This is an optimization exercise on Yosys and OpenROAD, whose aim is small area, not a production implementation. Only simulation tests tie the RTL to the original design; equivalence was not proved. Power figures rest on the tool's default switching activity, not on a simulated workload.

### flow/config.mk
export PLATFORM = sky130hd
export DESIGN_NAME = forwardUnit
export DESIGN_NICKNAME = forwardUnit
export VERILOG_FILES = /design/flow/design.v
export SDC_FILE = /design/flow/constraint.sdc
export NUM_CORES = 4
export LEC_CHECK = 0
export CAP_MARGIN = 20
export CORE_MARGIN = 2
export CORE_UTILIZATION = 40
export SLEW_MARGIN = 20
export SYNTH_HIERARCHICAL = 1
export SYNTH_MINIMUM_KEEP_SIZE = 0
### flow/constraint.sdc
create_clock -name core_clock -period 4.0 [get_ports {CLOCK}]
set_input_delay 0.8000 -clock core_clock [delete_from_list [all_inputs] [get_ports {CLOCK}]]
set_output_delay 0.8000 -clock core_clock [all_outputs]
set_load 0.01 [all_outputs]
### flow/design.v
`default_nettype none
package pipeTypesPkg;
    localparam int wordWidth     = 32;
    localparam int regIndexWidth = 5;
    typedef logic [wordWidth-1:0]     wordT;       
    typedef logic [regIndexWidth-1:0] regIndexT;   
    typedef struct packed {
        logic     writeEnable;   
        regIndexT dest;
        wordT     value;         
    } producerT;
    typedef struct packed {
        logic     writeEnable;
        regIndexT dest;
        wordT     value;         
        logic     isLoad;        
        wordT     loadData;      
    } loadProducerT;
    localparam producerT idleProducer = '0;
endpackage
`default_nettype wire
`default_nettype none
package forwardPkg;
    typedef enum logic [2:0] {
        srcNone      = 3'd0,   
        srcExecute   = 3'd1,   
        srcExeMem    = 3'd2,
        srcMemWb     = 3'd3,
        srcWriteback = 3'd4    
    } forwardSourceE;
    localparam logic [4:0] zeroReg = 5'd0;
    localparam logic [4:0] linkReg = 5'd31;   
endpackage
`default_nettype wire
`timescale 1ns/1ps
`default_nettype none
module producerSelect #(
    parameter bit UseExecute = 1'b1,   
    parameter bit UseHold    = 1'b0    
) (
    input  pipeTypesPkg::regIndexT request,
    input  logic                   take,        
    input  logic                   keepFall,    
    input  logic                   useFall,     
    input  logic                   holdSel,     
    input  pipeTypesPkg::wordT     fallback,
    input  pipeTypesPkg::wordT     holdValue,
    input  logic                   executeOk,   
    input  pipeTypesPkg::regIndexT executeDest,
    input  pipeTypesPkg::wordT     executeValue,
    input  logic                   exeMemOk,
    input  pipeTypesPkg::regIndexT exeMemDest,
    input  pipeTypesPkg::wordT     exeMemValue,
    input  logic                   memWbOk,
    input  pipeTypesPkg::regIndexT memWbDest,
    input  pipeTypesPkg::wordT     memWbValue,
    input  logic                   writebackOk,
    input  pipeTypesPkg::regIndexT writebackDest,
    input  pipeTypesPkg::wordT     writebackValue,
    output pipeTypesPkg::wordT     value,
    output logic                   hit
);
    logic executeHit, exeMemHit, memWbHit, writebackHit;
    logic selFall, selExecute, selExeMem, selMemWb, selWriteback;
    assign executeHit   = UseExecute && executeOk && (executeDest == request);
    assign exeMemHit    = exeMemOk && (exeMemDest == request);
    assign memWbHit     = memWbOk && (memWbDest == request);
    assign writebackHit = writebackOk && (writebackDest == request);
    assign hit = executeHit || exeMemHit || memWbHit || writebackHit;
    assign selExecute   = take && !keepFall && executeHit;
    assign selExeMem    = take && !keepFall && !executeHit && exeMemHit;
    assign selMemWb     = take && !keepFall && !executeHit && !exeMemHit && memWbHit;
    assign selWriteback = take && !keepFall && !executeHit && !exeMemHit && !memWbHit
                          && writebackHit;
    assign selFall      = useFall && (keepFall || !hit);
    generate
        if (UseExecute && UseHold) begin : g_six
            wordSelect #(.N(6)) mux_i (
                .sel ({selFall, selExecute, selExeMem, selMemWb, selWriteback, holdSel}),
                .data({fallback, executeValue, exeMemValue, memWbValue, writebackValue,
                       holdValue}),
                .value(value)
            );
        end else if (UseExecute) begin : g_five
            wordSelect #(.N(5)) mux_i (
                .sel ({selFall, selExecute, selExeMem, selMemWb, selWriteback}),
                .data({fallback, executeValue, exeMemValue, memWbValue, writebackValue}),
                .value(value)
            );
        end else if (UseHold) begin : g_fiveh
            wordSelect #(.N(5)) mux_i (
                .sel ({selFall, selExeMem, selMemWb, selWriteback, holdSel}),
                .data({fallback, exeMemValue, memWbValue, writebackValue, holdValue}),
                .value(value)
            );
        end else begin : g_four
            wordSelect #(.N(4)) mux_i (
                .sel ({selFall, selExeMem, selMemWb, selWriteback}),
                .data({fallback, exeMemValue, memWbValue, writebackValue}),
                .value(value)
            );
        end
    endgenerate
endmodule
`default_nettype wire
`timescale 1ns/1ps
`default_nettype none
module wordSelect #(
    parameter int N = 4
) (
    input  logic [N-1:0]    sel,
    input  logic [N*32-1:0] data,
    output logic [31:0]     value
);
    localparam int NLow  = (N > 3) ? 3 : N;
    localparam int NHigh = N - NLow;
    logic [31:0] lowN, highN;
    aoiWord #(.K(NLow)) low_i (
        .sel (sel[NLow-1:0]),
        .data(data[NLow*32-1:0]),
        .outN(lowN)
    );
    generate
        if (NHigh > 0) begin : g_high
            aoiWord #(.K(NHigh)) high_i (
                .sel (sel[N-1:NLow]),
                .data(data[N*32-1:NLow*32]),
                .outN(highN)
            );
        end else begin : g_nohigh
            assign highN = '1;
        end
    endgenerate
    nandWord nand_i (
        .a    (lowN),
        .b    (highN),
        .value(value)
    );
endmodule
`default_nettype wire
`timescale 1ns/1ps
`default_nettype none
module aoiWord #(
    parameter int K = 3
) (
    input  logic [K-1:0]    sel,
    input  logic [K*32-1:0] data,
    output logic [31:0]     outN
);
    logic [31:0] acc;
    always_comb begin
        acc = '0;
        for (int k = 0; k < K; k++) begin
            acc = acc | ({32{sel[k]}} & data[k*32 +: 32]);
        end
    end
    assign outN = ~acc;
endmodule
`default_nettype wire
`timescale 1ns/1ps
`default_nettype none
module nandWord (
    input  logic [31:0] a,
    input  logic [31:0] b,
    output logic [31:0] value
);
    assign value = ~(a & b);
endmodule
`default_nettype wire
`timescale 1ns/1ps
`default_nettype none
module aluOperandForward (
    input  logic                   CLOCK,
    input  logic                   RESET,
    input  pipeTypesPkg::regIndexT regS,
    input  pipeTypesPkg::regIndexT regT,
    input  pipeTypesPkg::wordT     operandA,
    input  pipeTypesPkg::wordT     operandB,
    input  logic                   immediate,   
    input  logic                   jumpLink,    
    input  logic                   exeMemOk,
    input  pipeTypesPkg::regIndexT exeMemDest,
    input  pipeTypesPkg::wordT     exeMemValue,
    input  logic                   memWbOk,
    input  pipeTypesPkg::regIndexT memWbDest,
    input  pipeTypesPkg::wordT     memWbValue,
    input  logic                   writebackOk,
    input  pipeTypesPkg::regIndexT writebackDest,
    input  pipeTypesPkg::wordT     writebackValue,
    output pipeTypesPkg::wordT     forwardA,
    output pipeTypesPkg::wordT     forwardB,
    output logic                   aluForwarded
);
    pipeTypesPkg::wordT nextA, nextB;
    logic               hitA, hitB;
    producerSelect #(
        .UseExecute(1'b0),
        .UseHold   (1'b0)
    ) selectA_i (
        .request       (regS),
        .take          (RESET),
        .keepFall      (jumpLink),
        .useFall       (RESET),
        .holdSel       (1'b0),
        .fallback      (operandA),
        .holdValue     ('0),
        .executeOk     (1'b0),
        .executeDest   ('0),
        .executeValue  ('0),
        .exeMemOk      (exeMemOk),
        .exeMemDest    (exeMemDest),
        .exeMemValue   (exeMemValue),
        .memWbOk       (memWbOk),
        .memWbDest     (memWbDest),
        .memWbValue    (memWbValue),
        .writebackOk   (writebackOk),
        .writebackDest (writebackDest),
        .writebackValue(writebackValue),
        .value         (nextA),
        .hit           (hitA)
    );
    producerSelect #(
        .UseExecute(1'b0),
        .UseHold   (1'b0)
    ) selectB_i (
        .request       (regT),
        .take          (RESET),
        .keepFall      (immediate),
        .useFall       (RESET),
        .holdSel       (1'b0),
        .fallback      (operandB),
        .holdValue     ('0),
        .executeOk     (1'b0),
        .executeDest   ('0),
        .executeValue  ('0),
        .exeMemOk      (exeMemOk),
        .exeMemDest    (exeMemDest),
        .exeMemValue   (exeMemValue),
        .memWbOk       (memWbOk),
        .memWbDest     (memWbDest),
        .memWbValue    (memWbValue),
        .writebackOk   (writebackOk),
        .writebackDest (writebackDest),
        .writebackValue(writebackValue),
        .value         (nextB),
        .hit           (hitB)
    );
    always_ff @(posedge CLOCK) begin
        forwardA     <= nextA;
        forwardB     <= nextB;
        aluForwarded <= RESET && ((!jumpLink && hitA) || (!immediate && hitB));
    end
endmodule
`default_nettype wire
`timescale 1ns/1ps
`default_nettype none
module controlTransferForward (
    input  logic                   CLOCK,
    input  logic                   RESET,
    input  logic                   branchRequest,
    input  pipeTypesPkg::regIndexT branchRegS,
    input  pipeTypesPkg::regIndexT branchRegT,
    input  pipeTypesPkg::wordT     branchA,
    input  pipeTypesPkg::wordT     branchB,
    input  logic                   jumpRequest,
    input  pipeTypesPkg::regIndexT jumpReg,
    input  pipeTypesPkg::wordT     jumpValue,
    input  logic                   executeOk,
    input  pipeTypesPkg::regIndexT executeDest,
    input  pipeTypesPkg::wordT     executeValue,
    input  logic                   exeMemOk,
    input  pipeTypesPkg::regIndexT exeMemDest,
    input  pipeTypesPkg::wordT     exeMemValue,
    input  logic                   memWbOk,
    input  pipeTypesPkg::regIndexT memWbDest,
    input  pipeTypesPkg::wordT     memWbValue,
    input  logic                   writebackOk,
    input  pipeTypesPkg::regIndexT writebackDest,
    input  pipeTypesPkg::wordT     writebackValue,
    output pipeTypesPkg::wordT     branchOutA,
    output pipeTypesPkg::wordT     branchOutB,
    output logic                   branchForwarded,
    output pipeTypesPkg::wordT     jumpTarget,
    output logic                   jumpForwarded
);
    pipeTypesPkg::wordT nextA, nextB, nextJump;
    logic               hitA, hitB, hitJump;
    logic               branchTake, branchHold, jumpTake, jumpHold;
    assign branchTake = RESET && branchRequest;
    assign branchHold = RESET && !branchRequest;
    assign jumpTake   = RESET && jumpRequest;
    assign jumpHold   = RESET && !jumpRequest;
    producerSelect #(
        .UseExecute(1'b1),
        .UseHold   (1'b1)
    ) branchSelectA_i (
        .request       (branchRegS),
        .take          (branchTake),
        .keepFall      (1'b0),
        .useFall       (branchTake),
        .holdSel       (branchHold),
        .fallback      (branchA),
        .holdValue     (branchOutA),
        .executeOk     (executeOk),
        .executeDest   (executeDest),
        .executeValue  (executeValue),
        .exeMemOk      (exeMemOk),
        .exeMemDest    (exeMemDest),
        .exeMemValue   (exeMemValue),
        .memWbOk       (memWbOk),
        .memWbDest     (memWbDest),
        .memWbValue    (memWbValue),
        .writebackOk   (writebackOk),
        .writebackDest (writebackDest),
        .writebackValue(writebackValue),
        .value         (nextA),
        .hit           (hitA)
    );
    producerSelect #(
        .UseExecute(1'b1),
        .UseHold   (1'b1)
    ) branchSelectB_i (
        .request       (branchRegT),
        .take          (branchTake),
        .keepFall      (1'b0),
        .useFall       (branchTake),
        .holdSel       (branchHold),
        .fallback      (branchB),
        .holdValue     (branchOutB),
        .executeOk     (executeOk),
        .executeDest   (executeDest),
        .executeValue  (executeValue),
        .exeMemOk      (exeMemOk),
        .exeMemDest    (exeMemDest),
        .exeMemValue   (exeMemValue),
        .memWbOk       (memWbOk),
        .memWbDest     (memWbDest),
        .memWbValue    (memWbValue),
        .writebackOk   (writebackOk),
        .writebackDest (writebackDest),
        .writebackValue(writebackValue),
        .value         (nextB),
        .hit           (hitB)
    );
    producerSelect #(
        .UseExecute(1'b1),
        .UseHold   (1'b1)
    ) jumpSelect_i (
        .request       (jumpReg),
        .take          (jumpTake),
        .keepFall      (1'b0),
        .useFall       (jumpTake),
        .holdSel       (jumpHold),
        .fallback      (jumpValue),
        .holdValue     (jumpTarget),
        .executeOk     (executeOk),
        .executeDest   (executeDest),
        .executeValue  (executeValue),
        .exeMemOk      (exeMemOk),
        .exeMemDest    (exeMemDest),
        .exeMemValue   (exeMemValue),
        .memWbOk       (memWbOk),
        .memWbDest     (memWbDest),
        .memWbValue    (memWbValue),
        .writebackOk   (writebackOk),
        .writebackDest (writebackDest),
        .writebackValue(writebackValue),
        .value         (nextJump),
        .hit           (hitJump)
    );
    always_ff @(posedge CLOCK) begin
        branchOutA      <= nextA;
        branchOutB      <= nextB;
        jumpTarget      <= nextJump;
        branchForwarded <= branchTake && (hitA || hitB);
        jumpForwarded   <= jumpTake && hitJump;
    end
endmodule
`default_nettype wire
`timescale 1ns/1ps
`default_nettype none
module forwardUnit (
    input  logic                       CLOCK,
    input  logic                       RESET,
    input  pipeTypesPkg::regIndexT     regS,
    input  pipeTypesPkg::regIndexT     regT,
    input  pipeTypesPkg::wordT         operandA,
    input  pipeTypesPkg::wordT         operandB,
    input  logic                       immediate,
    input  logic                       jumpLink,
    input  logic                       branchRequest,
    input  pipeTypesPkg::regIndexT     branchRegS,
    input  pipeTypesPkg::regIndexT     branchRegT,
    input  pipeTypesPkg::wordT         branchA,
    input  pipeTypesPkg::wordT         branchB,
    input  logic                       jumpRequest,
    input  pipeTypesPkg::regIndexT     jumpReg,
    input  pipeTypesPkg::wordT         jumpValue,
    input  pipeTypesPkg::producerT     executeProd,
    input  pipeTypesPkg::loadProducerT exeMemProd,
    input  pipeTypesPkg::producerT     memWbProd,
    input  pipeTypesPkg::producerT     writebackProd,
    output pipeTypesPkg::wordT         forwardA,
    output pipeTypesPkg::wordT         forwardB,
    output logic                       aluForwarded,
    output pipeTypesPkg::wordT         branchOutA,
    output pipeTypesPkg::wordT         branchOutB,
    output logic                       branchForwarded,
    output pipeTypesPkg::wordT         jumpTarget,
    output logic                       jumpForwarded
);
    logic               executeOk, exeMemOk, memWbOk, writebackOk;
    pipeTypesPkg::wordT exeMemValue;
    assign executeOk   = executeProd.writeEnable && (executeProd.dest != forwardPkg::zeroReg);
    assign exeMemOk    = exeMemProd.writeEnable && (exeMemProd.dest != forwardPkg::zeroReg);
    assign memWbOk     = memWbProd.writeEnable && (memWbProd.dest != forwardPkg::zeroReg);
    assign writebackOk = writebackProd.writeEnable
                         && (writebackProd.dest != forwardPkg::zeroReg);
    assign exeMemValue = exeMemProd.isLoad ? exeMemProd.loadData : exeMemProd.value;
    aluOperandForward alu_i (
        .CLOCK         (CLOCK),
        .RESET         (RESET),
        .regS          (regS),
        .regT          (regT),
        .operandA      (operandA),
        .operandB      (operandB),
        .immediate     (immediate),
        .jumpLink      (jumpLink),
        .exeMemOk      (exeMemOk),
        .exeMemDest    (exeMemProd.dest),
        .exeMemValue   (exeMemValue),
        .memWbOk       (memWbOk),
        .memWbDest     (memWbProd.dest),
        .memWbValue    (memWbProd.value),
        .writebackOk   (writebackOk),
        .writebackDest (writebackProd.dest),
        .writebackValue(writebackProd.value),
        .forwardA      (forwardA),
        .forwardB      (forwardB),
        .aluForwarded  (aluForwarded)
    );
    controlTransferForward control_i (
        .CLOCK          (CLOCK),
        .RESET          (RESET),
        .branchRequest  (branchRequest),
        .branchRegS     (branchRegS),
        .branchRegT     (branchRegT),
        .branchA        (branchA),
        .branchB        (branchB),
        .jumpRequest    (jumpRequest),
        .jumpReg        (jumpReg),
        .jumpValue      (jumpValue),
        .executeOk      (executeOk),
        .executeDest    (executeProd.dest),
        .executeValue   (executeProd.value),
        .exeMemOk       (exeMemOk),
        .exeMemDest     (exeMemProd.dest),
        .exeMemValue    (exeMemValue),
        .memWbOk        (memWbOk),
        .memWbDest      (memWbProd.dest),
        .memWbValue     (memWbProd.value),
        .writebackOk    (writebackOk),
        .writebackDest  (writebackProd.dest),
        .writebackValue (writebackProd.value),
        .branchOutA     (branchOutA),
        .branchOutB     (branchOutB),
        .branchForwarded(branchForwarded),
        .jumpTarget     (jumpTarget),
        .jumpForwarded  (jumpForwarded)
    );
endmodule
`default_nettype wire
### flow/run.sh
#!/bin/bash
# synth_recipe.tcl (not shown) runs the flow's synth.tcl, then flattens the netlist and writes it again
# the make line also repeats each setting of config.mk as NAME=value (left out here)
make -C /OpenROAD-flow-scripts/flow DESIGN_CONFIG=/design/flow/config.mk WORK_HOME=/design/flow/orfs CLKGATE_MAP_FILE= SYNTH_SCRIPT=/design/flow/synth_recipe.tcl finish
==> metrics.csv, run 1 <==
stage,metric,value,unit
status,outcome,timing/DRC/antenna clean,
worst_setup_path,Critical R2R Capture,control_i.branchOutB[28]$_DFF_P_,
worst_setup_path,CP required,4380,ps
clocking,htree depth,4,
power_and_ir_drop,VDD IR max,0.2788,mV
placed_design,Buffers on Ports,538,
hold_path,Worst Hold Class,flop to flop,
clocking,worst-case clock buffer depth,2,
placed_design,RePlAce Congestion,0.9459,
global_route,total track usage,41.14,%
placed_design,placed wire-length estimate,38220,um
clocking,post-cts resize count,0,
floorplanning,Core Area,0.02271,mm^2
worst_setup_path,Register-to-Register Path Depth,2,
power_and_ir_drop,Power Density,306.1,mW/mm^2
floorplanning,Die H,156.4,um
worst_setup_path,kind of critical path,primary input to flop,
clocking,clk slew on worst S/H paths,80,ps
clocking,clock latency on the worst-skew pair,430,ps
timing,clock skew,0,ps
global_route,vias in the first global route,11380,
timing,worst hold margin,509.0,ps
floorplanning,Initial Util,40.89,%
route,violation count after the first detailed-route iteration,2568,
global_route,Overflow after GRT,0,
timing,Setup WS post-layout,625.8,ps
timing,post-layout minimum cycle time,3374,ps
global_route,global-route wire length before repair,75270,um
clocking,Clock Tree Root,clkbuf_16,
hold_path,Hold EP,control_i.branchOutB[31]$_DFF_P_,
worst_setup_path,Reg-to-Reg Start,control_i.branchOutB[28]$_DFF_P_,
flow_run,Max Cap Violations,0,
yosys,Post-Syn Area,0.009285,mm^2
placed_design,post-place setup slack,255.3,ps
cells_and_area,fillers,1865,
yosys,"Avg Cell Area, Syn",9.846,um^2
timing,fmax,296.4,MHz
timing,Final Slew Violations,0,
timing,period utilization,84.35,%
yosys,post-synthesis instance total,943,
route,post-route ant nets,0,
yosys,synth warn,10,
floorplanning,die area,0.02445,mm^2
clocking,Hold Buf Count CTS,0,
route,# DRC,0,
timing,setup_tns,0,ps
cells_and_area,Syn-to-layout area delta,66.10,%
floorplanning,Rows,55,
timing,RSZ-0062 raised after global routing,false,
worst_setup_path,CP endpoint kind,flop,
cells_and_area,layout cells sized above 1,9.514,%
timing,final setup fails,0,
route,vias per cell,6.591,
floorplanning,IO Pins,539,
clocking,TritonCTS Buffers,17,
cells_and_area,Nets,1845,
worst_setup_path,crit start category,primary input,
clocking,Post-CTS Setup Inserts,0,
global_route,largest net degree at the start of global routing,40,
timing,slew at the pin with the worst max-slew slack,1080,ps
route,Vias,11740,
floorplanning,Die X,156.4,um
worst_setup_path,WP data arrival,3750,ps
route,Detailed Route WL,52710,um
hold_path,worst hold start,control_i.branchOutB[31]$_DFF_P_,
hold_path,Worst Hold Path Cells,2,
timing,Final Hold Fails,0,
route,wire per inst,29.60,um
global_route,initial antenna violation count,12,
clocking,CTS tree,done,
timing,max_slew headroom,28.02,%
route,Pre-antenna DRT Iters,14,
cells_and_area,post-layout util,67.91,%
worst_setup_path,"Max FO, Critical Path",19,
clocking,clock sinks,163,
worst_setup_path,flop-to-flop setup slack,3090,ps
power_and_ir_drop,leak pwr,6.288,nW
==> flip-flops by register name, indices dropped and copies added, names as in the netlist <==
register,count
alu_i.aluForwarded,1
control_i.jumpForwarded,1
alu_i.forwardB,32
alu_i.forwardA,32
control_i.branchOutB,32
control_i.branchForwarded,1
control_i.branchOutA,32
control_i.jumpTarget,32
==> worst max path at each step <==
stage,slack (ps),start,endpoint
2_1_floorplan,1220,executeProd[32],control_i.branchOutB[3]$_DFF_P_
3_3_place_gp,320,exeMemProd[67],control_i.jumpTarget[30]$_DFF_P_
3_5_place_dp,260,exeMemProd[67],control_i.jumpTarget[30]$_DFF_P_
4_1_cts,710,exeMemProd[67],control_i.jumpTarget[30]$_DFF_P_
5_1_grt,550,exeMemProd[67],control_i.jumpTarget[24]$_DFF_P_
6_report,630,exeMemProd[67],control_i.jumpTarget[24]$_DFF_P_
==> cell type report <==
cell class | instances | area [um^2] | share of cell area, %
Timing Repair Buffer | 581 | 5803 | 37.63
Multi-Input combinational cell | 703 | 5368 | 34.80
Inverter | 3 | 11.26 | 0.07302
Clock inverter | 13 | 142.6 | 0.9249
Antenna cell | 14 | 35.03 | 0.2272
Sequential cell | 163 | 3263 | 21.16
Tap cell | 285 | 356.6 | 2.312
Clock buffer | 19 | 442.9 | 2.872
==> power breakdown <==
group          leakage (nW)  internal (W)  total (W)  switching (W)
sequential             1.35       0.00174    0.00180      0.0000532
combinational          4.65      0.000698    0.00124       0.000542
clock                 0.286      0.000900    0.00168       0.000785
==> metal layers <==
| metal | wire (um) | GRT usage [%] | part of all wire (%) | vias to the layer above |
|---|---|---|---|---|
| met5 | 0 | 0 | 0 | - |
| met4 | 2350 | 17.43 | 4.5 | 0 |
| met3 | 7112 | 10.72 | 13 | 150 |
| met2 | 25430 | 71.43 | 48 | 1033 |
| met1 | 17820 | 47.90 | 34 | 5548 |
| li1 | - | - | - | 5008 |
==> per-stage QoR <==
step | total power (W) | std cells | cell area (um^2)
floorplan | 0.002212 | 951 | 9315
global placement | 0.003039 | 1735 | 14800
detailed placement | 0.003047 | 1735 | 14800
CTS | 0.004709 | 1767 | 15390
global route | 0.004855 | 1779 | 15420
finish | 0.004720 | 1781 | 15420
==> layout by cell type (no fill, tap or decap), drive strengths merged, types with 2 or more instances in the layout <==
master,n
buf,44
a222oi,256
a21boi,4
nand2b,4
nor3,2
nor4b,5
inv,10
and2,11
xnor2,18
or4,7
dfxtp,163
conb,9
a41o,2
diode,14
clkinv,4
mux2,32
and3,16
clkdlybuf4s50,537
nor2,2
and3b,3
clkbuf,19
nor4,18
nand2,226
o21a,4
xor2,72
nand3,6
and4bb,3
==> worst max-delay path, cell delays in order <==
cell	delay, ps
clkdlybuf4s50_1	590
or4_1	540
o21a_1	230
and3_1	190
or4_4	540
a21boi_4	380
buf_12	230
a222oi_1	90
nand2_1	140
==> inputs of run 2 (changes only) <==
==> flow/flow/run.sh (new file) <==
#!/bin/bash
# The standard layout, with the port buffers made from the smallest buffer cell
set -euo pipefail
bash standard.sh 'BUFFER_PORTS_ARGS=-buffer_cell sky130_fd_sc_hd__buf_1' finish > standard_flow.log 2>&1
==> flow/standard.sh (new file) <==
#!/bin/bash
# synth_recipe.tcl (not shown) runs the flow's synth.tcl, then flattens the netlist and writes it again
# the make line also repeats each setting of config.mk as NAME=value (left out here)
make -C /OpenROAD-flow-scripts/flow DESIGN_CONFIG=/design/flow/config.mk WORK_HOME=/design/flow/orfs CLKGATE_MAP_FILE= SYNTH_SCRIPT=/design/flow/synth_recipe.tcl "${@:-finish}"
removed: flow/run.sh
==> run 2 against run 1 <==
Routed wire length fell by 7.5%. Largest power group unchanged. Largest cell class is now multi-input combinational cells. Maximum frequency increased by 8.7%. Die area did not move. Combinational power decreased by 32%.
==> metrics.csv, run 2 <==
stage,metric,value,unit
global_route,vias in the first global route,11280,
yosys,post-synthesis instance total,943,
route,violation count after the first detailed-route iteration,2413,
floorplanning,Rows,55,
floorplanning,IO Pins,539,
cells_and_area,most frequent cells in the layout,"buf_1, a222oi_1, nand2_1, dfxtp_1, xor2_1",
worst_setup_path,kind of critical path,primary input to flop,
route,wire per inst,27.69,um
route,vias per cell,6.643,
hold_path,worst hold start,control_i.branchOutA[19]$_DFF_P_,
timing,Final Hold Fails,0,
worst_setup_path,CP max stage cell,and3b_2,
clocking,CTS tree,done,
yosys,synth warn,10,
worst_setup_path,CP Cell Sequence,buf_1 > or4_1 > o21a_1 > and3_1 > nor4b_1 > and3b_2 > buf_4 > a222oi_1 > nand2_1,
power_and_ir_drop,Power Density,361.3,mW/mm^2
clocking,clk slew on worst S/H paths,70,ps
flow_run,Max Cap Violations,0,
floorplanning,Initial Util,40.89,%
global_route,Overflow after GRT,0,
placed_design,Buffers on Ports,538,
cells_and_area,Syn-to-layout area delta,28.64,%
worst_setup_path,Critical R2R Capture,control_i.jumpTarget[11]$_DFF_P_,
timing,final setup fails,0,
route,Detailed Route WL,48760,um
clocking,Clock Tree Root,clkbuf_16,
clocking,worst-case clock buffer depth,2,
worst_setup_path,"delay-heaviest family, CP",simple AND/OR/NAND/NOR gates,
yosys,Post-Syn Area,0.009285,mm^2
timing,setup_tns,0,ps
cells_and_area,"commonest non-fill, non-tap cell in the layout",buf_1,
worst_setup_path,crit start category,primary input,
route,post-route ant nets,0,
worst_setup_path,Reg-to-Reg Start,control_i.jumpTarget[11]$_DFF_P_,
clocking,Hold Buf Count CTS,0,
placed_design,RePlAce Congestion,0.9436,
cells_and_area,layout cells sized above 1,8.719,%
worst_setup_path,Bufs and invs on worst path,2,
hold_path,Hold EP,control_i.branchOutA[19]$_DFF_P_,
global_route,initial antenna violation count,5,
clocking,clock latency on the worst-skew pair,420,ps
global_route,total track usage,37.91,%
clocking,clock sinks,163,
worst_setup_path,"Max FO, Critical Path",15,
status,outcome,timing/DRC/antenna clean,
worst_setup_path,CP endpoint kind,flop,
floorplanning,Die H,156.4,um
route,Pre-antenna DRT Iters,15,
power_and_ir_drop,leak pwr,4.807,nW
timing,period utilization,77.59,%
floorplanning,Core Area,0.02271,mm^2
timing,Final Slew Violations,0,
power_and_ir_drop,Final Power,0.004315,W
clocking,Post-CTS Setup Inserts,0,
timing,slew at the pin with the worst max-slew slack,1109,ps
timing,clock skew,0,ps
timing,RSZ-0062 raised after global routing,false,
clocking,post-cts resize count,0,
hold_path,Worst Hold Path Cells,2,
route,# DRC,0,
placed_design,placed wire-length estimate,35070,um
clocking,htree depth,4,
timing,max_slew headroom,26.05,%
floorplanning,die area,0.02445,mm^2
worst_setup_path,flop-to-flop setup slack,3070,ps
cells_and_area,Nets,1831,
hold_path,Worst Hold Class,flop to flop,
clocking,TritonCTS Buffers,17,
yosys,"Avg Cell Area, Syn",9.846,um^2
worst_setup_path,Register-to-Register Path Depth,2,
floorplanning,Die X,156.4,um
worst_setup_path,peak per-stage delay on the critical path,570,ps
timing,fmax,322.2,MHz
timing,post-layout minimum cycle time,3104,ps
global_route,largest net degree at the start of global routing,33,
worst_setup_path,WP data arrival,3470,ps
worst_setup_path,CP required,4360,ps
global_route,global-route wire length before repair,69520,um
power_and_ir_drop,VDD IR max,0.2484,mV
route,Vias,11700,
==> run 2: per-stage QoR <==
stage / instances / utilization, % / cell area (um^2) / hold slack, ps / setup slack [ps]
2_1_floorplan: 951 / - / 9315 / 542.9 / 1220
3_3_place_gp: 1721 / 49.92 / 11340 / 485.9 / 725.2
3_5_place_dp: 1721 / 49.92 / 11340 / 493.6 / 651.0
4_1_cts: 1753 / 52.51 / 11920 / 512.3 / 964.7
5_1_grt: 1757 / 52.55 / 11930 / 523.9 / 756.9
6_report: 1761 / 52.60 / 11940 / 509.1 / 896.3
==> run 2: how the worst max path moves through the flow <==
stage,end,slack [ps],from,depth (start not counted)
finish,control_i.branchOutB[0]$_DFF_P_,900,exeMemProd[65],9
CTS,control_i.branchOutB[5]$_DFF_P_,960,exeMemProd[65],9
detailed placement,control_i.branchOutB[5]$_DFF_P_,650,exeMemProd[65],9
floorplan,control_i.branchOutB[3]$_DFF_P_,1220,executeProd[32],8
global placement,control_i.branchOutB[21]$_DFF_P_,730,exeMemProd[65],9
global route,control_i.branchOutB[0]$_DFF_P_,760,exeMemProd[65],9
==> run 2: tightest hold or removal path, cell delays in order (launching register included) <==
cell and delay, ps:
dfxtp_1 330, a222oi_1 90, nand2_1 60
==> run 2: cell type report <==
cell class | count | area (um^2)
clock inverters | 13 | 133.9
repair buffers | 567 | 2338
fillers | 2280 | 10770
flip-flops and latches | 163 | 3263
clock buffers | 19 | 452.9
inverters | 3 | 11.26
well taps | 285 | 356.6
multi-input cells | 703 | 5368
diodes | 8 | 20.02
==> run 2: layer usage <==
metal | vias to the layer above | GRT usage (%) | share of wire, %
met1 | 5465 | 46.34 | 35
li1 | 4973 | - | -
met2 | 1090 | 62.09 | 47
met3 | 171 | 9.914 | 13
met5 | - | 0 | 0
met4 | 0 | 18.13 | 4.5
==> run 2: where the power goes <==
| part | leakage (nW) | total [W] | internal, W | switching (W) |
|---|---|---|---|---|
| Sequential | 1.35 | 0.00180 | 0.00174 | 0.0000570 |
| Combinational | 3.16 | 0.000838 | 0.000305 | 0.000533 |
| Clock | 0.292 | 0.00168 | 0.000867 | 0.000810 |
==> inputs of run 3 (changes only) <==
==> flow/flow/run.sh (replaced) <==
#!/bin/bash
# The standard layout, with the port buffers made from the smallest buffer cell
# and a clock tree built without dummy loads
set -euo pipefail
bash standard.sh 'BUFFER_PORTS_ARGS=-buffer_cell sky130_fd_sc_hd__buf_1' \
  'CTS_ARGS=-sink_clustering_enable -repair_clock_nets -buf_list sky130_fd_sc_hd__clkbuf_8 -dont_use_dummy_load' \
  finish > standard_flow.log 2>&1
--- a/flow/config.mk
+++ b/flow/config.mk
@@ -8,5 +8,7 @@
 export CAP_MARGIN = 20
 export CORE_MARGIN = 2
-export CORE_UTILIZATION = 40
+export CORE_UTILIZATION = 25
+export CTS_BUF_LIST = sky130_fd_sc_hd__clkbuf_8
+export PLACE_DENSITY = 0.45
 export SLEW_MARGIN = 20
 export SYNTH_HIERARCHICAL = 1
==> run 3 against run 2 <==
Via count is 3.0% lower. Sequential power hardly changed. Largest power group unchanged. Global-route usage is 12 points lower. Die area is 58% higher. Total power is 16% lower. Routed wire length is 8.2% higher. Critical endpoint is now control_i.jumpTarget[28]$_DFF_P_. Worst hold slack worse by 26 ps. Setup slack better by 160 ps. First-iteration DRC count is 14% lower.
==> metrics.csv, run 3 <==
stage,metric,value,unit
clocking,CTS tree,done,
timing,post-layout minimum cycle time,2948,ps
timing,setup_tns,0,ps
global_route,global-route wire length before repair,74800,um
hold_path,Worst Hold Path Cells,3,
worst_setup_path,"Max FO, Critical Path",18,
route,wire per inst,27.31,um
cells_and_area,Syn-to-layout area delta,27.35,%
timing,RSZ-0062 raised after global routing,false,
clocking,htree depth,4,
placed_design,RePlAce Congestion,0.8662,
worst_setup_path,CP required,4410,ps
hold_path,worst hold start,operandA[6],
status,outcome,timing/DRC/antenna clean,
power_and_ir_drop,VDD IR max,0.1939,mV
yosys,Post-Syn Area,0.009285,mm^2
clocking,clk slew on worst S/H paths,100,ps
route,violation count after the first detailed-route iteration,2073,
cells_and_area,post-layout util,32.30,%
power_and_ir_drop,Final Power,0.003628,W
clocking,Post-CTS Setup Inserts,0,
floorplanning,Die X,196.7,um
timing,clock skew,0,ps
clocking,Hold Buf Count CTS,0,
global_route,initial antenna violation count,6,
global_route,vias in the first global route,11380,
global_route,total track usage,26.07,%
cells_and_area,"commonest non-fill, non-tap cell in the layout",buf_1,
worst_setup_path,Reg-to-Reg Start,control_i.branchOutA[6]$_DFF_P_,
floorplanning,Initial Util,25.36,%
timing,Final Slew Violations,0,
hold_path,Worst Hold Class,primary input to flop,
worst_setup_path,crit start category,primary input,
hold_path,Hold EP,alu_i.forwardA[6]$_DFF_P_,
timing,final setup fails,0,
cells_and_area,fillers,4059,
timing,Final Hold Fails,0,
timing,max_slew headroom,23.63,%
timing,slew at the pin with the worst max-slew slack,1146,ps
cells_and_area,most frequent cells in the layout,"buf_1, a222oi_1, nand2_1, dfxtp_1, xor2_1",
worst_setup_path,CP endpoint kind,flop,
clocking,TritonCTS Buffers,17,
route,vias per cell,5.877,
flow_run,Max Cap Violations,0,
global_route,largest net degree at the start of global routing,35,
clocking,Clock Tree Root,clkbuf_8,
power_and_ir_drop,Power Density,306.8,mW/mm^2
worst_setup_path,kind of critical path,primary input to flop,
route,Vias,11350,
power_and_ir_drop,leak pwr,4.657,nW
floorplanning,die area,0.03870,mm^2
clocking,post-cts resize count,0,
cells_and_area,Nets,1836,
clocking,clock sinks,163,
worst_setup_path,flop-to-flop setup slack,3100,ps
worst_setup_path,Critical R2R Capture,control_i.branchOutA[6]$_DFF_P_,
route,Pre-antenna DRT Iters,11,
floorplanning,Rows,70,
worst_setup_path,Register-to-Register Path Depth,2,
placed_design,Buffers on Ports,538,
global_route,Overflow after GRT,0,
placed_design,placed wire-length estimate,38200,um
timing,fmax,339.2,MHz
timing,period utilization,73.70,%
route,Detailed Route WL,52740,um
timing,worst hold margin,483.2,ps
worst_setup_path,WP data arrival,3360,ps
yosys,synth warn,10,
floorplanning,Die H,196.7,um
route,# DRC,0,
clocking,worst-case clock buffer depth,2,
clocking,clock latency on the worst-skew pair,470,ps
floorplanning,IO Pins,539,
floorplanning,Core Area,0.03661,mm^2
yosys,post-synthesis instance total,943,
cells_and_area,layout cells sized above 1,8.093,%
yosys,"Avg Cell Area, Syn",9.846,um^2
route,post-route ant nets,0,
-- run 3: worst max path at each step --
stage                    startpoint                          endpoint  slack [ps]  cells past startpoint
floorplan           executeProd[32]   control_i.branchOutB[3]$_DFF_P_        1220                      8
global placement     exeMemProd[65]        alu_i.forwardA[16]$_DFF_P_         570                      8
detailed placement   exeMemProd[65]        alu_i.forwardA[16]$_DFF_P_         580                      8
CTS                  exeMemProd[65]        alu_i.forwardA[11]$_DFF_P_        1100                      8
global route         exeMemProd[65]  control_i.jumpTarget[22]$_DFF_P_         910                      9
finish                memWbProd[32]  control_i.jumpTarget[28]$_DFF_P_        1050                      9
-- run 3: through the flow --
stage	cell area, um^2	std cells	worst slack (ps)
3_5_place_dp	11580	1909	579.4
3_3_place_gp	11580	1909	571.3
4_1_cts	11810	1926	1102
2_1_floorplan	9315	951	1220
5_1_grt	11830	1931	911.8
6_report	11830	1931	1052
-- run 3: layout make-up --
type | instances | area [um^2] | area share (%)
diodes | 5 | 12.51 | 0.1058
clock buffers | 17 | 234.0 | 1.979
inverters | 3 | 11.26 | 0.09523
multi-input cells | 703 | 5368 | 45.39
flip-flops and latches | 163 | 3263 | 27.59
well taps | 468 | 585.6 | 4.952
repair buffers | 572 | 2351 | 19.88
-- run 3: worst max-delay path, stage by stage --
cell and delay [ps]:
buf_1 220, or4_1 570, o21a_1 250, and3_1 200, or4_4 510, a21boi_4 200
buf_4 320, a222oi_1 140, nand2_1 110
-- run 3: power by group --
part / leakage [nW] / total [W] / switching (W) / internal [W]
Combinational: 3.18 / 0.000843 / 0.000539 / 0.000303
Sequential: 1.35 / 0.00180 / 0.0000555 / 0.00174
Clock: 0.122 / 0.000987 / 0.000611 / 0.000376
-- run 3: per-layer routing --
| metal | vias up | global-route usage (%) | wire length (um) |
|---|---|---|---|
| li1 | 4947 | - | - |
| met1 | 5391 | 32.12 | 20300 |
| met2 | 899 | 43.91 | 24710 |
| met3 | 111 | 5.801 | 5770 |
| met4 | 0 | 10.80 | 1964 |
| met5 | - | 0 | 0 |
==> inputs of run 4 (changes only) <==
--- a/flow/design.v
+++ b/flow/design.v
@@ -37,5 +37,6 @@
 module producerSelect #(
     parameter bit UseExecute = 1'b1,   
-    parameter bit UseHold    = 1'b0    
+    parameter bit UseHold    = 1'b0,   
+    parameter bit UseKeep    = 1'b0    
 ) (
     input  pipeTypesPkg::regIndexT request,
@@ -63,4 +64,5 @@
     logic executeHit, exeMemHit, memWbHit, writebackHit;
     logic selFall, selExecute, selExeMem, selMemWb, selWriteback;
+    logic pass;
     assign executeHit   = UseExecute && executeOk && (executeDest == request);
     assign exeMemHit    = exeMemOk && (exeMemDest == request);
@@ -68,10 +70,10 @@
     assign writebackHit = writebackOk && (writebackDest == request);
     assign hit = executeHit || exeMemHit || memWbHit || writebackHit;
-    assign selExecute   = take && !keepFall && executeHit;
-    assign selExeMem    = take && !keepFall && !executeHit && exeMemHit;
-    assign selMemWb     = take && !keepFall && !executeHit && !exeMemHit && memWbHit;
-    assign selWriteback = take && !keepFall && !executeHit && !exeMemHit && !memWbHit
-                          && writebackHit;
-    assign selFall      = useFall && (keepFall || !hit);
+    assign pass         = take && !(UseKeep && keepFall);
+    assign selExecute   = pass && executeHit;
+    assign selExeMem    = pass && !executeHit && exeMemHit;
+    assign selMemWb     = pass && !executeHit && !exeMemHit && memWbHit;
+    assign selWriteback = pass && !executeHit && !exeMemHit && !memWbHit && writebackHit;
+    assign selFall      = useFall && ((UseKeep && keepFall) || !hit);
     generate
         if (UseExecute && UseHold) begin : g_six
@@ -196,5 +198,6 @@
     producerSelect #(
         .UseExecute(1'b0),
-        .UseHold   (1'b0)
+        .UseHold   (1'b0),
+        .UseKeep   (1'b1)
     ) selectA_i (
         .request       (regS),
@@ -222,5 +225,6 @@
     producerSelect #(
         .UseExecute(1'b0),
-        .UseHold   (1'b0)
+        .UseHold   (1'b0),
+        .UseKeep   (1'b1)
     ) selectB_i (
         .request       (regT),
--- a/flow/config.mk
+++ b/flow/config.mk
@@ -7,4 +7,6 @@
 export LEC_CHECK = 0
 export CAP_MARGIN = 20
+export CELL_PAD_IN_SITES_DETAIL_PLACEMENT = 1
+export CELL_PAD_IN_SITES_GLOBAL_PLACEMENT = 2
 export CORE_MARGIN = 2
 export CORE_UTILIZATION = 25
==> run 4 against run 3 <==
Combinational power rose by 7.0%. Cell count rose by 0.10%. Still clean on timing, DRC and antenna. Cell area rose by 0.31%. Synthesized cell count rose by 0.53%. Register-to-register slack got worse by 30 ps. Global-route usage rose by 3.5 points. Flip-flop and latch count did not move.
==> metrics.csv, run 4 <==
stage,metric,value,unit
status,outcome,timing/DRC/antenna clean,
global_route,total track usage,29.60,%
yosys,"Avg Cell Area, Syn",9.751,um^2
clocking,Hold Buf Count CTS,0,
worst_setup_path,Critical path origin,exeMemProd[65],
floorplanning,Rows,70,
worst_setup_path,flop-to-flop setup slack,3070,ps
route,Pre-antenna DRT Iters,10,
timing,RSZ-0062 raised after global routing,false,
worst_setup_path,"Max FO, Critical Path",26,
power_and_ir_drop,leak pwr,4.672,nW
worst_setup_path,crit start category,primary input,
worst_setup_path,CP endpoint kind,flop,
cells_and_area,most frequent cells in the layout,"buf_1, a222oi_1, nand2_1, dfxtp_1, xor2_1",
route,# DRC,0,
floorplanning,Die X,196.3,um
placed_design,Buffers on Ports,538,
placed_design,post-place setup slack,575.7,ps
worst_setup_path,Critical R2R Capture,control_i.branchOutB[27]$_DFF_P_,
clocking,clock latency on the worst-skew pair,490,ps
floorplanning,Core Area,0.03652,mm^2
route,wire per inst,30.40,um
clocking,Post-CTS Setup Inserts,0,
global_route,Overflow after GRT,0,
cells_and_area,Nets,1839,
clocking,clk slew on worst S/H paths,100,ps
power_and_ir_drop,Power Density,313.0,mW/mm^2
power_and_ir_drop,Final Power,0.003712,W
route,vias per cell,5.760,
timing,fmax,339.7,MHz
timing,post-layout minimum cycle time,2944,ps
timing,Final Hold Fails,0,
floorplanning,die area,0.03853,mm^2
route,Vias,11140,
global_route,largest net degree at the start of global routing,33,
yosys,Post-Syn Area,0.009244,mm^2
timing,Setup WS post-layout,1056,ps
clocking,htree depth,4,
worst_setup_path,Reg-to-Reg Start,control_i.branchOutB[27]$_DFF_P_,
cells_and_area,layout cells sized above 1,8.282,%
floorplanning,Die H,196.3,um
clocking,CTS tree,done,
clocking,clock sinks,163,
placed_design,placed wire-length estimate,42590,um
cells_and_area,Syn-to-layout area delta,28.32,%
worst_setup_path,kind of critical path,primary input to flop,
worst_setup_path,Register-to-Register Path Depth,2,
clocking,TritonCTS Buffers,17,
timing,final setup fails,0,
floorplanning,IO Pins,539,
clocking,worst-case clock buffer depth,2,
timing,max_slew headroom,26.86,%
placed_design,placed inst area,0.01162,mm^2
route,violation count after the first detailed-route iteration,1652,
flow_run,Max Cap Violations,0,
timing,setup_tns,0,ps
route,Detailed Route WL,58760,um
global_route,vias in the first global route,11640,
timing,slew at the pin with the worst max-slew slack,1097,ps
cells_and_area,fillers,4494,
cells_and_area,"commonest non-fill, non-tap cell in the layout",buf_1,
floorplanning,Initial Util,25.31,%
yosys,post-synthesis instance total,948,
global_route,global-route wire length before repair,83280,um
route,post-route ant nets,0,
cells_and_area,Post-Layout Inst Area,0.01186,mm^2
placed_design,RePlAce Congestion,0.8033,
worst_setup_path,CP required,4420,ps
hold_path,Worst Hold Class,primary input to flop,
clocking,post-cts resize count,0,
placed_design,DP Cell Count,1912,
timing,period utilization,73.60,%
clocking,Clock Tree Root,clkbuf_8,
worst_setup_path,WP data arrival,3360,ps
global_route,initial antenna violation count,5,
timing,Final Slew Violations,0,
timing,clock skew,0,ps
cells_and_area,final non-filler cell total,1933,
worst_setup_path,critical path endpoint,alu_i.forwardA[14]$_DFF_P_,
power_and_ir_drop,VDD IR max,0.1983,mV
yosys,synth warn,10,
[run 4: worst min path at each step]
stage / slack (ps) / from / cells past startpoint / to
2_1_floorplan: 540 / control_i.branchOutA[30]$_DFF_P_ / 2 / control_i.branchOutA[30]$_DFF_P_
3_3_place_gp: 490 / control_i.branchOutB[25]$_DFF_P_ / 2 / control_i.branchOutB[25]$_DFF_P_
3_5_place_dp: 490 / control_i.branchOutB[7]$_DFF_P_ / 2 / control_i.branchOutB[7]$_DFF_P_
4_1_cts: 450 / operandB[20] / 3 / alu_i.forwardB[20]$_DFF_P_
5_1_grt: 470 / operandB[20] / 3 / alu_i.forwardB[20]$_DFF_P_
6_report: 490 / operandB[20] / 3 / alu_i.forwardB[20]$_DFF_P_
[run 4: cell type report]
class / instances / area [um^2] / share of cell area, %
Inverter: 3 / 11.26 / 0.09494
Sequential cell: 163 / 3263 / 27.51
Antenna cell: 4 / 10.01 / 0.08439
Timing Repair Buffer: 578 / 2446 / 20.62
Multi-Input combinational cell: 700 / 5311 / 44.78
Clock buffer: 17 / 234.0 / 1.973
Tap cell: 468 / 585.6 / 4.937
[run 4: per-layer routing]
metal / vias to the layer above / share of wire, % / GRT usage (%)
li1: 4958 / - / -
met1: 5577 / 40 / 35.41
met2: 550 / 50 / 52.47
met3: 48 / 8.0 / 7.237
met4: 2 / 1.8 / 8.277
met5: - / 0.022 / 0
[run 4: stage by stage]
step | hold WS, ps | util (%)
2_1_floorplan | 542.9 | -
3_3_place_gp | 487.6 | 31.81
3_5_place_dp | 492.8 | 31.81
4_1_cts | 452.8 | 32.45
5_1_grt | 467.7 | 32.47
6_report | 489.0 | 32.48
[run 4: critical path, cell delays in order]
cell and delay, ps:
buf_1 80, or4_1 560, o21a_1 240, and2_1 160, and2_1 200, nor4b_4 480
buf_4 510, a222oi_1 200, nand2_1 100
[run 4: report_power, final]
| group | switching, W | total [W] | internal, W |
|---|---|---|---|
| clock network | 0.000623 | 0.000999 | 0.000376 |
| logic | 0.000585 | 0.000902 | 0.000317 |
| registers | 0.0000593 | 0.00181 | 0.00175 |
==> inputs of run 5 (changes only) <==
--- a/flow/design.v
+++ b/flow/design.v
@@ -44,5 +44,6 @@
     input  logic                   keepFall,    
     input  logic                   useFall,     
-    input  logic                   holdSel,     
+    input  logic                   holdTake,    
+    input  logic                   holdOk,      
     input  pipeTypesPkg::wordT     fallback,
     input  pipeTypesPkg::wordT     holdValue,
@@ -63,6 +64,5 @@
 );
     logic executeHit, exeMemHit, memWbHit, writebackHit;
-    logic selFall, selExecute, selExeMem, selMemWb, selWriteback;
-    logic pass;
+    logic selFall, selExecute, selExeMem, selMemWb, selWriteback, holdSel;
     assign executeHit   = UseExecute && executeOk && (executeDest == request);
     assign exeMemHit    = exeMemOk && (exeMemDest == request);
@@ -70,10 +70,29 @@
     assign writebackHit = writebackOk && (writebackDest == request);
     assign hit = executeHit || exeMemHit || memWbHit || writebackHit;
-    assign pass         = take && !(UseKeep && keepFall);
-    assign selExecute   = pass && executeHit;
-    assign selExeMem    = pass && !executeHit && exeMemHit;
-    assign selMemWb     = pass && !executeHit && !exeMemHit && memWbHit;
-    assign selWriteback = pass && !executeHit && !exeMemHit && !memWbHit && writebackHit;
-    assign selFall      = useFall && ((UseKeep && keepFall) || !hit);
+    logic pass;
+    logic firstExecute, firstExeMem, firstMemWb, firstWriteback, fallOk;
+    assign pass           = take && !(UseKeep && keepFall);
+    assign firstExecute   = executeHit;
+    assign firstExeMem    = !executeHit && exeMemHit;
+    assign firstMemWb     = !executeHit && !exeMemHit && memWbHit;
+    assign firstWriteback = !executeHit && !exeMemHit && !memWbHit && writebackHit;
+    assign fallOk         = (UseKeep && keepFall) || !hit;
+    generate
+        if (UseExecute && UseHold) begin : g_drive6
+            andDrive #(.N(6)) drive_i (
+                .a({useFall, pass, pass, pass, pass, holdTake}),
+                .b({fallOk, firstExecute, firstExeMem, firstMemWb, firstWriteback, holdOk}),
+                .y({selFall, selExecute, selExeMem, selMemWb, selWriteback, holdSel})
+            );
+        end else begin : g_drive4
+            andDrive #(.N(4)) drive_i (
+                .a({useFall, pass, pass, pass}),
+                .b({fallOk, firstExeMem, firstMemWb, firstWriteback}),
+                .y({selFall, selExeMem, selMemWb, selWriteback})
+            );
+            assign selExecute = 1'b0;
+            assign holdSel    = 1'b0;
+        end
+    endgenerate
     generate
         if (UseExecute && UseHold) begin : g_six
@@ -172,4 +191,16 @@
 `timescale 1ns/1ps
 `default_nettype none
+module andDrive #(
+    parameter int N = 1
+) (
+    input  logic [N-1:0] a,
+    input  logic [N-1:0] b,
+    output logic [N-1:0] y
+);
+    assign y = a & b;
+endmodule
+`default_nettype wire
+`timescale 1ns/1ps
+`default_nettype none
 module aluOperandForward (
     input  logic                   CLOCK,
@@ -205,5 +236,6 @@
         .keepFall      (jumpLink),
         .useFall       (RESET),
-        .holdSel       (1'b0),
+        .holdTake      (1'b0),
+        .holdOk        (1'b0),
         .fallback      (operandA),
         .holdValue     ('0),
@@ -232,5 +264,6 @@
         .keepFall      (immediate),
         .useFall       (RESET),
-        .holdSel       (1'b0),
+        .holdTake      (1'b0),
+        .holdOk        (1'b0),
         .fallback      (operandB),
         .holdValue     ('0),
@@ -290,9 +323,7 @@
     pipeTypesPkg::wordT nextA, nextB, nextJump;
     logic               hitA, hitB, hitJump;
-    logic               branchTake, branchHold, jumpTake, jumpHold;
+    logic               branchTake, jumpTake;
     assign branchTake = RESET && branchRequest;
-    assign branchHold = RESET && !branchRequest;
     assign jumpTake   = RESET && jumpRequest;
-    assign jumpHold   = RESET && !jumpRequest;
     producerSelect #(
         .UseExecute(1'b1),
@@ -303,5 +334,6 @@
         .keepFall      (1'b0),
         .useFall       (branchTake),
-        .holdSel       (branchHold),
+        .holdTake      (RESET),
+        .holdOk        (!branchRequest),
         .fallback      (branchA),
         .holdValue     (branchOutA),
@@ -329,5 +361,6 @@
         .keepFall      (1'b0),
         .useFall       (branchTake),
-        .holdSel       (branchHold),
+        .holdTake      (RESET),
+        .holdOk        (!branchRequest),
         .fallback      (branchB),
         .holdValue     (branchOutB),
@@ -355,5 +388,6 @@
         .keepFall      (1'b0),
         .useFall       (jumpTake),
-        .holdSel       (jumpHold),
+        .holdTake      (RESET),
+        .holdOk        (!jumpRequest),
         .fallback      (jumpValue),
         .holdValue     (jumpTarget),
--- a/flow/config.mk
+++ b/flow/config.mk
@@ -7,6 +7,4 @@
 export LEC_CHECK = 0
 export CAP_MARGIN = 20
-export CELL_PAD_IN_SITES_DETAIL_PLACEMENT = 1
-export CELL_PAD_IN_SITES_GLOBAL_PLACEMENT = 2
 export CORE_MARGIN = 2
 export CORE_UTILIZATION = 25
==> run 5 against run 4 <==
First-iteration DRC count increased by 29%. Core utilization decreased by 0.76 points. Cell count decreased by 0.72%. Maximum frequency decreased by 3.8%. Setup slack got worse by 120 ps. Cell area decreased by 1.9%. Flip-flop and latch count unchanged. Critical endpoint is now alu_i.forwardA[16]$_DFF_P_. Largest power group unchanged. Synthesized area increased by 1.2%. Combinational power decreased by 5.5%. Worst hold slack about the same. Via count increased by 3.2%.
==> metrics.csv, run 5 <==
stage,metric,value,unit
power_and_ir_drop,leak pwr,4.572,nW
cells_and_area,"commonest non-fill, non-tap cell in the layout",buf_1,
cells_and_area,fillers,4085,
timing,clock skew,0,ps
floorplanning,Rows,70,
placed_design,placed inst area,0.01140,mm^2
timing,slew at the pin with the worst max-slew slack,1124,ps
global_route,Overflow after GRT,0,
cells_and_area,multi-input logic area,0.005323,mm^2
clocking,Clock Tree Root,clkbuf_8,
flow_run,Max Cap Violations,0,
yosys,post-synthesis instance total,961,
cells_and_area,Seq. cell area,0.003263,mm^2
worst_setup_path,"Max FO, Critical Path",32,
route,Pre-antenna DRT Iters,12,
clocking,TritonCTS Buffers,17,
clocking,worst-case clock buffer depth,2,
timing,final setup fails,0,
route,Vias,11490,
global_route,initial antenna violation count,1,
timing,Final Hold Fails,0,
route,# DRC,0,
timing,post-layout minimum cycle time,3059,ps
clocking,htree depth,4,
worst_setup_path,WP data arrival,3500,ps
cells_and_area,Nets,1828,
global_route,largest net degree at the start of global routing,33,
worst_setup_path,peak per-stage delay on the critical path,780,ps
worst_setup_path,CP required,4440,ps
power_and_ir_drop,VDD IR max,0.1899,mV
route,vias per cell,5.989,
status,outcome,timing/DRC/antenna clean,
timing,period utilization,76.48,%
timing,RSZ-0062 raised after global routing,false,
route,Detailed Route WL,53250,um
worst_setup_path,crit start category,primary input,
cells_and_area,Post-Layout Inst Area,0.01164,mm^2
worst_setup_path,CP Cell Sequence,buf_1 > or4_1 > o21a_1 > and3_1 > nor3b_1 > and2_2 > a222oi_1 > buf_4 > nand2_1,
yosys,Post-Syn Area,0.009358,mm^2
placed_design,RePlAce Congestion,0.8865,
timing,Final Slew Violations,0,
clocking,CTS tree,done,
clocking,Post-CTS Setup Inserts,0,
route,violation count after the first detailed-route iteration,2127,
cells_and_area,most frequent cells in the layout,"buf_1, a222oi_1, nand2_1, dfxtp_1, xor2_1",
floorplanning,Initial Util,25.50,%
cells_and_area,layout cells sized above 1,7.517,%
global_route,vias in the first global route,11340,
timing,fmax,326.9,MHz
placed_design,Buffers on Ports,538,
global_route,global-route wire length before repair,74550,um
floorplanning,Die X,197.5,um
clocking,post-cts resize count,0,
yosys,synth warn,10,
floorplanning,Die H,197.5,um
floorplanning,IO Pins,539,
timing,setup_tns,0,ps
global_route,total track usage,26.00,%
hold_path,Worst Hold Class,primary input to flop,
worst_setup_path,CP max stage cell,and2_2,
floorplanning,Core Area,0.03670,mm^2
clocking,clock sinks,163,
floorplanning,die area,0.03899,mm^2
worst_setup_path,kind of critical path,primary input to flop,
power_and_ir_drop,Power Density,311.0,mW/mm^2
placed_design,placed wire-length estimate,37510,um
clocking,clk slew on worst S/H paths,110,ps
route,wire per inst,27.75,um
hold_path,Worst Hold Path Cells,3,
yosys,"Avg Cell Area, Syn",9.737,um^2
clocking,Hold Buf Count CTS,0,
route,post-route ant nets,0,
cells_and_area,Syn-to-layout area delta,24.39,%
worst_setup_path,CP endpoint kind,flop,
worst_setup_path,Register-to-Register Path Depth,2,
timing,max_slew headroom,25.07,%
clocking,clock latency on the worst-skew pair,470,ps
[run 5: stage by stage]
stage               hold slack [ps]  worst slack, ps  util (%)  total power, W  cells
global route                  459.3            809.2     31.72        0.003780   1919
CTS                           433.7             1034     31.71        0.003656   1918
global placement              488.1            493.9     31.07        0.002679   1901
finish                        488.9            941.0     31.72        0.003620   1919
detailed placement            490.6            496.3     31.07        0.002677   1901
floorplan                     542.9             1380         -        0.002216    961
[run 5: final timing paths]
| path | end | slack, ps | start |
|---|---|---|---|
| worst max-delay path | alu_i.forwardA[16]$_DFF_P_ | 940 | exeMemProd[65] |
| worst min-delay path | alu_i.forwardB[16]$_DFF_P_ | 490 | operandB[16] |
| worst max register to register | control_i.branchOutB[0]$_DFF_P_ | 3100 | control_i.branchOutB[0]$_DFF_P_ |
| worst min register to register | control_i.branchOutB[11]$_DFF_P_ | 510 | control_i.branchOutB[11]$_DFF_P_ |
[run 5: critical path, delay by kind of cell]
kind / cells / cell delay [ps]
AO/OA/AOI/OAI: 2 / 510
buffers and inverters: 2 / 380
AND/OR/NAND/NOR: 5 / 1800
[run 5: layout make-up]
type	instances	share of cell area [%]
antenna	1	0.02150
clock buffer	17	2.010
inverter	7	0.2257
multi-input combinational	707	45.73
sequential	163	28.03
tap	468	5.031
timing repair buffer	556	18.95
[run 5: layer usage]
| layer | global-route usage, % | vias up | share of wire [%] |
|---|---|---|---|
| li1 | - | 4956 | - |
| met1 | 31.91 | 5558 | 38 |
| met2 | 43.32 | 858 | 48 |
| met3 | 5.976 | 120 | 11 |
| met4 | 11.58 | 0 | 3.5 |
| met5 | 0 | - | 0 |
[run 5: power by group]
part / internal [W] / switching (W)
clock network: 0.000376 / 0.000590
registers: 0.00174 / 0.0000612
logic: 0.000298 / 0.000554
total: 0.00242 / 0.00120
==> inputs of run 6 (changes only) <==
--- a/flow/config.mk
+++ b/flow/config.mk
@@ -8,7 +8,7 @@
 export CAP_MARGIN = 20
 export CORE_MARGIN = 2
-export CORE_UTILIZATION = 25
+export CORE_UTILIZATION = 40
 export CTS_BUF_LIST = sky130_fd_sc_hd__clkbuf_8
-export PLACE_DENSITY = 0.45
+export PLACE_DENSITY = 0.7
 export SLEW_MARGIN = 20
 export SYNTH_HIERARCHICAL = 1
==> run 6 against run 5 <==
Worst hold slack improved by 12 ps. Sequential power barely moved. Routed wire length fell by 9.0%. Clock-buffer cell count did not move. Cell count fell by 7.8%. Critical path type unchanged.
==> metrics.csv, run 6 <==
stage,metric,value,unit
worst_setup_path,kind of critical path,primary input to flop,
timing,Final Hold Fails,0,
worst_setup_path,Critical R2R Capture,control_i.jumpTarget[22]$_DFF_P_,
clocking,post-cts resize count,0,
clocking,htree depth,4,
flow_run,Max Cap Violations,0,
clocking,worst-case clock buffer depth,2,
yosys,post-synthesis instance total,961,
yosys,"Avg Cell Area, Syn",9.737,um^2
placed_design,placed wire-length estimate,33870,um
clocking,TritonCTS Buffers,17,
timing,RSZ-0062 raised after global routing,false,
clocking,Hold Buf Count CTS,0,
floorplanning,Initial Util,41.08,%
global_route,global-route wire length before repair,68300,um
timing,Final Slew Violations,0,
floorplanning,die area,0.02463,mm^2
worst_setup_path,Reg-to-Reg Start,control_i.jumpTarget[22]$_DFF_P_,
worst_setup_path,CP Cell Sequence,buf_1 > or4_1 > o21a_1 > and3_1 > nor3b_1 > and2_2 > a222oi_1 > nand2_1,
timing,final setup fails,0,
hold_path,Hold EP,control_i.jumpTarget[26]$_DFF_P_,
cells_and_area,layout cells sized above 1,7.192,%
floorplanning,Rows,55,
timing,slew at the pin with the worst max-slew slack,998.4,ps
timing,Setup WS post-layout,971.3,ps
route,wire per inst,27.40,um
global_route,initial antenna violation count,9,
clocking,clock sinks,163,
timing,max_slew headroom,33.44,%
hold_path,worst hold start,control_i.jumpTarget[26]$_DFF_P_,
cells_and_area,Nets,1824,
power_and_ir_drop,Final Power,0.003587,W
global_route,vias in the first global route,11070,
timing,setup_tns,0,ps
cells_and_area,most frequent cells in the layout,"buf_1, a222oi_1, nand2_1, dfxtp_1, xor2_1",
worst_setup_path,flop-to-flop setup slack,3100,ps
floorplanning,Die H,157.0,um
global_route,grt met3 use,11.48,%
route,Vias,11750,
placed_design,post-place setup slack,613.0,ps
clocking,clk slew on worst S/H paths,80,ps
route,vias per cell,6.640,
route,post-route ant nets,0,
route,Pre-antenna DRT Iters,14,
clocking,CTS tree,done,
status,outcome,timing/DRC/antenna clean,
power_and_ir_drop,Power Density,313.3,mW/mm^2
power_and_ir_drop,VDD IR max,0.1876,mV
yosys,Post-Syn Area,0.009358,mm^2
global_route,gr busiest metal,met2,
global_route,met1 Resource Use GR,44.98,%
cells_and_area,Syn-to-layout area delta,22.36,%
worst_setup_path,Critical path origin,exeMemProd[65],
worst_setup_path,peak per-stage delay on the critical path,750,ps
worst_setup_path,CP required,4390,ps
timing,post-layout minimum cycle time,3029,ps
worst_setup_path,"Max FO, Critical Path",32,
floorplanning,Die X,157.0,um
clocking,Clock Tree Root,clkbuf_8,
route,violation count after the first detailed-route iteration,2645,
clocking,clock latency on the worst-skew pair,430,ps
hold_path,Worst Hold Class,flop to flop,
floorplanning,IO Pins,539,
timing,worst hold margin,501.3,ps
cells_and_area,"commonest non-fill, non-tap cell in the layout",buf_1,
global_route,largest net degree at the start of global routing,33,
worst_setup_path,WP data arrival,3420,ps
route,Detailed Route WL,48470,um
clocking,Post-CTS Setup Inserts,0,
timing,period utilization,75.72,%
worst_setup_path,Register-to-Register Path Depth,2,
worst_setup_path,CP endpoint kind,flop,
timing,clock skew,0,ps
worst_setup_path,CP max stage cell,and2_2,
route,# DRC,0,
yosys,synth warn,10,
placed_design,Buffers on Ports,538,
placed_design,RePlAce Congestion,1.011,
global_route,total track usage,37.19,%
timing,fmax,330.2,MHz
power_and_ir_drop,leak pwr,4.551,nW
worst_setup_path,crit start category,primary input,
hold_path,Worst Hold Path Cells,2,
floorplanning,Core Area,0.02278,mm^2
global_route,met2 Resource Use GR,58.56,%
global_route,Overflow after GRT,0,
[run 6: worst max path at each step]
| stage | slack (ps) | end | cells after the start |
|---|---|---|---|
| 6_report | 970 | alu_i.forwardA[2]$_DFF_P_ | 8 |
| 5_1_grt | 930 | alu_i.forwardA[0]$_DFF_P_ | 8 |
| 4_1_cts | 1060 | alu_i.forwardA[9]$_DFF_P_ | 8 |
| 3_5_place_dp | 610 | alu_i.forwardA[4]$_DFF_P_ | 8 |
| 3_3_place_gp | 660 | control_i.branchOutB[30]$_DFF_P_ | 9 |
| 2_1_floorplan | 1380 | alu_i.forwardA[10]$_DFF_P_ | 8 |
[run 6: area by class of cell]
cell class | instances | area, um^2
Antenna cell | 10 | 25.02
Clock buffer | 17 | 234.0
Fill cell | 2313 | 11330
Inverter | 7 | 26.28
Multi-Input combinational cell | 707 | 5321
Sequential cell | 163 | 3263
Tap cell | 313 | 391.6
Timing Repair Buffer | 552 | 2188
[run 6: routing by layer]
layer  part of all wire, %  vias to the layer above
met5                 0.058                        -
li1                      -                     4949
met4                   4.9                        4
met1                    35                     5494
met3                    13                      180
met2                    46                     1119
[run 6: critical path, delay by kind of cell]
kind            cells  cell delay [ps]
compound gates      2              520
buf+inv             1              200
simple gates        5             1840
[run 6: where the power goes]
part	internal (W)	switching, W	leakage [nW]
clock	0.000377	0.000569	0.122
sequential	0.00174	0.0000634	1.35
combinational	0.000297	0.000539	3.08
[run 6: through the flow]
step / cells / utilization [%] / area (um^2)
detailed placement: 1742 / 49.13 / 11190
floorplan: 961 / - / 9358
global placement: 1742 / 49.13 / 11190
CTS: 1759 / 50.16 / 11420
finish: 1769 / 50.27 / 11450
global route: 1765 / 50.22 / 11440

[separate check: timing with driven ports]
No port has a modelled driver above. Below, the same layouts with a new extraction and two added sets of constraints.
Step 1, drivers: a clkbuf_16 drives CLOCK and a buf_2 each remaining input, both assumed.
Step 2 also shifts input and output timing later by t, the mid clock arrival at the registers, as if the neighbouring blocks saw the same clock.
Slacks: ideal ports / drivers / drivers and shift; pairs: ideal ports / drivers.
| run | shift t [ns] | setup slack, ns | hold WS [ns] | worst slew at a driven data input, ns |
|---|---|---|---|---|
| run 1 | 0.488 | 0.626 / 0.647 / 0.159 | 0.509 / 0.509 / 0.509 | 0.11 |
| run 2 | 0.481 | 0.896 / 0.921 / 0.439 | 0.509 / 0.507 / 0.509 | 0.10 |
| run 3 | 0.530 | 1.052 / 1.074 / 0.544 | 0.483 / 0.460 / 0.508 | 0.10 |
| run 4 | 0.530 | 1.056 / 1.086 / 0.556 | 0.489 / 0.463 / 0.513 | 0.09 |
| run 5 | 0.515 | 0.941 / 0.953 / 0.438 | 0.489 / 0.475 / 0.513 | 0.09 |
| run 6 | 0.484 | 0.971 / 0.985 / 0.501 | 0.501 / 0.495 / 0.501 | 0.16 |
After both steps setup and hold are still met in every run listed. For run 3, which loses most, drivers alone change the setup slack by +0.022 ns; drivers and shift together by -0.508 ns.
